This is an optimization exercise on Yosys and OpenROAD, whose aim is a short achievable clock period and few clock cycles, not a production implementation.
RTL that was checked went through simulation tests only; none was proved equivalent to the original.
Power is estimated from default activity; no workload was simulated.

trial 40:
==> flow/design.v (excerpt) <==
module dmac_top (
   input  logic       HCLK,
   input  logic       HRESETn,
   input  logic       hsel,
   input  logic       hready,
   input  logic       hwrite,
   input  logic [1:0]    htrans,
   input  logic [31:0]      haddr,
   input  logic [31:0]      hwdata,
   output logic [31:0]      s_hrdata,
   output logic [1:0] s_hresp,
   output logic       hreadyout,
   input  logic [31:0]      hrdata,
   input  logic       hgrant,
   output logic       hbusreq,
   output logic [1:0]    m_htrans,
   output logic [31:0]      m_haddr,
   output logic       m_hwrite,
   output logic [2:0]    m_hburst,
   output logic [31:0]      m_hwdata,
   output logic       dmacintr
);
Size in the first run: roughly 2400 cells after synthesis, ~850 flip-flops, about 210 I/O pins, about 35000 sq um of cells after synthesis.
clock: 6.0 ns
lec_check: 0
abc_clock_period_in_ps: 800
cap_margin: 20
core_margin: 2
core_utilization: 40
setup_slack_margin: 4.5
slew_margin: 20
run.sh (not shown) runs the stock make flow with config.mk's settings and CLKGATE_MAP_FILE= SYNTH_SCRIPT=/design/flow/synth_recipe.tcl, a recipe that flattens the netlist after the stock synthesis.
Testbench counts of trial 40, summed over its fixed seeds: cycles 22,325.
### trial 40 -> build 80
Settings: removing ABC_CLOCK_PERIOD_IN_PS (formerly 800); changing CORE_UTILIZATION from 40 to 65.
--- outcome ---
Status(build 80) = ERROR, stage = global routing (5_1_grt)
Build 80: cell area after placement 1.4% below trial 40
Build 80 vs. trial 40: vertical extent of the die went down by 21%.
From trial 40 to build 80 the numbers moved as follows: number of CTS-inserted buffers lost 6, setup fix buffers added after clock tree synthesis lost about 5.5%, cell row count lost 21%, x dimension of the die lost 21%, routability congestion estimate from global placement picked up an extra 0.048.

========
dmac_top, a different RTL version from the one above (not shown whole).
Size: ~2300 cells after synthesis, ~840 flip-flops, roughly 210 I/O pins, about 34000 um^2 of cells after synthesis.
==> flow/config.mk <==
export PLATFORM = sky130hd
export DESIGN_NAME = dmac_top
export DESIGN_NICKNAME = dmac_top
export VERILOG_FILES = /design/flow/design.v
export SDC_FILE = /design/flow/constraint.sdc
export NUM_CORES = 4
export LEC_CHECK = 0
export ABC_CLOCK_PERIOD_IN_PS = 2500
export CAP_MARGIN = 20
export CORE_MARGIN = 2
export CORE_UTILIZATION = 40
export SETUP_SLACK_MARGIN = 3.5
export SLEW_MARGIN = 20
==> flow/constraint.sdc <==
create_clock -name core_clock -period 6.0 [get_ports {HCLK}]
set_input_delay 1.2000 -clock core_clock [delete_from_list [all_inputs] [get_ports {HCLK}]]
set_output_delay 1.2000 -clock core_clock [all_outputs]
set_load 0.01 [all_outputs]
The baseline finished clean.
Testbench counts at the start, summed over its fixed seeds: cycles 22,325.
Rerun with:
Settings changed: ABC_CLOCK_PERIOD_IN_PS 2500 to 1500, SETUP_SLACK_MARGIN 3.5 to 4.5.
The new run ran to the end with no violations.
Clock-buffer cell count rose by 6.
Final area rose by 20%.
Critical path depth does not change.
Combinational power rose by 56%.
Die area is unchanged.
Clock power fell by 4.1%.
Wire length rose by 28%.

========
dmac_top, a different RTL version from the one above (not shown whole).
Size in the first run: about 2,800 cells after synthesis, about 210 I/O pins, roughly 0.038 mm² of cells after synthesis.
Settings: LEC_CHECK=0, CAP_MARGIN=20, CORE_MARGIN=2, CORE_UTILIZATION=50, PLACE_DENSITY=0.75, SETUP_SLACK_MARGIN=4.5, SLEW_MARGIN=20; clock period 6.0 ns.
The baseline finished clean.
Then changed:
--- a/flow/config.mk
+++ b/flow/config.mk
@@ -7,6 +7,6 @@
 export LEC_CHECK = 0
+export ABC_CLOCK_PERIOD_IN_PS = 1500
 export CAP_MARGIN = 20
 export CORE_MARGIN = 2
-export CORE_UTILIZATION = 50
-export PLACE_DENSITY = 0.75
+export CORE_UTILIZATION = 40
 export SETUP_SLACK_MARGIN = 4.5
=> The changed run produced a clean layout; cell count came out higher by 3.7%; total power goes up by 1.3%; first-iteration DRC count shrinks by 49%; critical path depth does not change; synthesized area is unchanged; global-route usage is lower by 8.4 points; worst setup slack improved by 0.088 ns.
Then changed:
--- a/flow/config.mk
+++ b/flow/config.mk
@@ -7,3 +7,2 @@
 export LEC_CHECK = 0
-export ABC_CLOCK_PERIOD_IN_PS = 1500
 export CAP_MARGIN = 20
@@ -11,2 +10,4 @@
 export CORE_UTILIZATION = 40
+export CTS_CLUSTER_DIAMETER = 60
+export CTS_CLUSTER_SIZE = 20
 export SETUP_SLACK_MARGIN = 4.5
The changed run passed the timing, design-rule and antenna checks.
Global-route usage goes down by 0.35 points.
Hold slack hardly moves.
Flip-flop and latch count is unchanged.
Wire length goes up by 0.34%.
Setup slack gets worse by 0.013 ns.
No functional check of the RTL was part of any run of this note.

## re-timing with driven ports
The flow's constraints put no driver on any port. The routed layouts listed below were extracted and timed again, unchanged, in two steps. Step 1: set_driving_cell puts a clkbuf_16 on HCLK and a buf_2 on each other input, an assumption about the parent block. Step 2 adds t to the input delays and takes it off the output delays; t is the mean of the earliest and latest rising clock arrival at the registers after step 1. Input paths then give back, and output paths get back, about the clock's delay inside the block. Three values: ideal ports, drivers, drivers and shift; two values: the first two.
run | shift t [ns] | setup WS [ns] | latest minus earliest clock arrival (ns) | worst data-port slew with drivers (ns) | cell pins on the clock port's net
trial 40 | 0.727 | 3.490 / 3.420 / 3.076 | 0.083 / 0.083 | 0.18 | 1
the first run of note 2 | 0.705 | 2.422 / 2.422 / 2.422 | 0.028 / 0.028 | 0.08 | 1
the second run of note 2 | 0.719 | 2.500 / 2.500 / 2.500 | 0.085 / 0.084 | 0.25 | 1
the first run of note 3 | 0.784 | 3.403 / 3.329 / 3.148 | 0.078 / 0.079 | 0.18 | 1
the second run of note 3 | 0.750 | 3.491 / 3.420 / 3.064 | 0.032 / 0.032 | 0.14 | 1
the third run of note 3 | 0.748 | 3.478 / 3.405 / 3.163 | 0.048 / 0.048 | 0.26 | 1
After both steps every run listed still meets setup and hold. The setup slack of the second run of note 3, which loses most, moves by -0.071 ns with the drivers and by -0.427 ns with both steps.
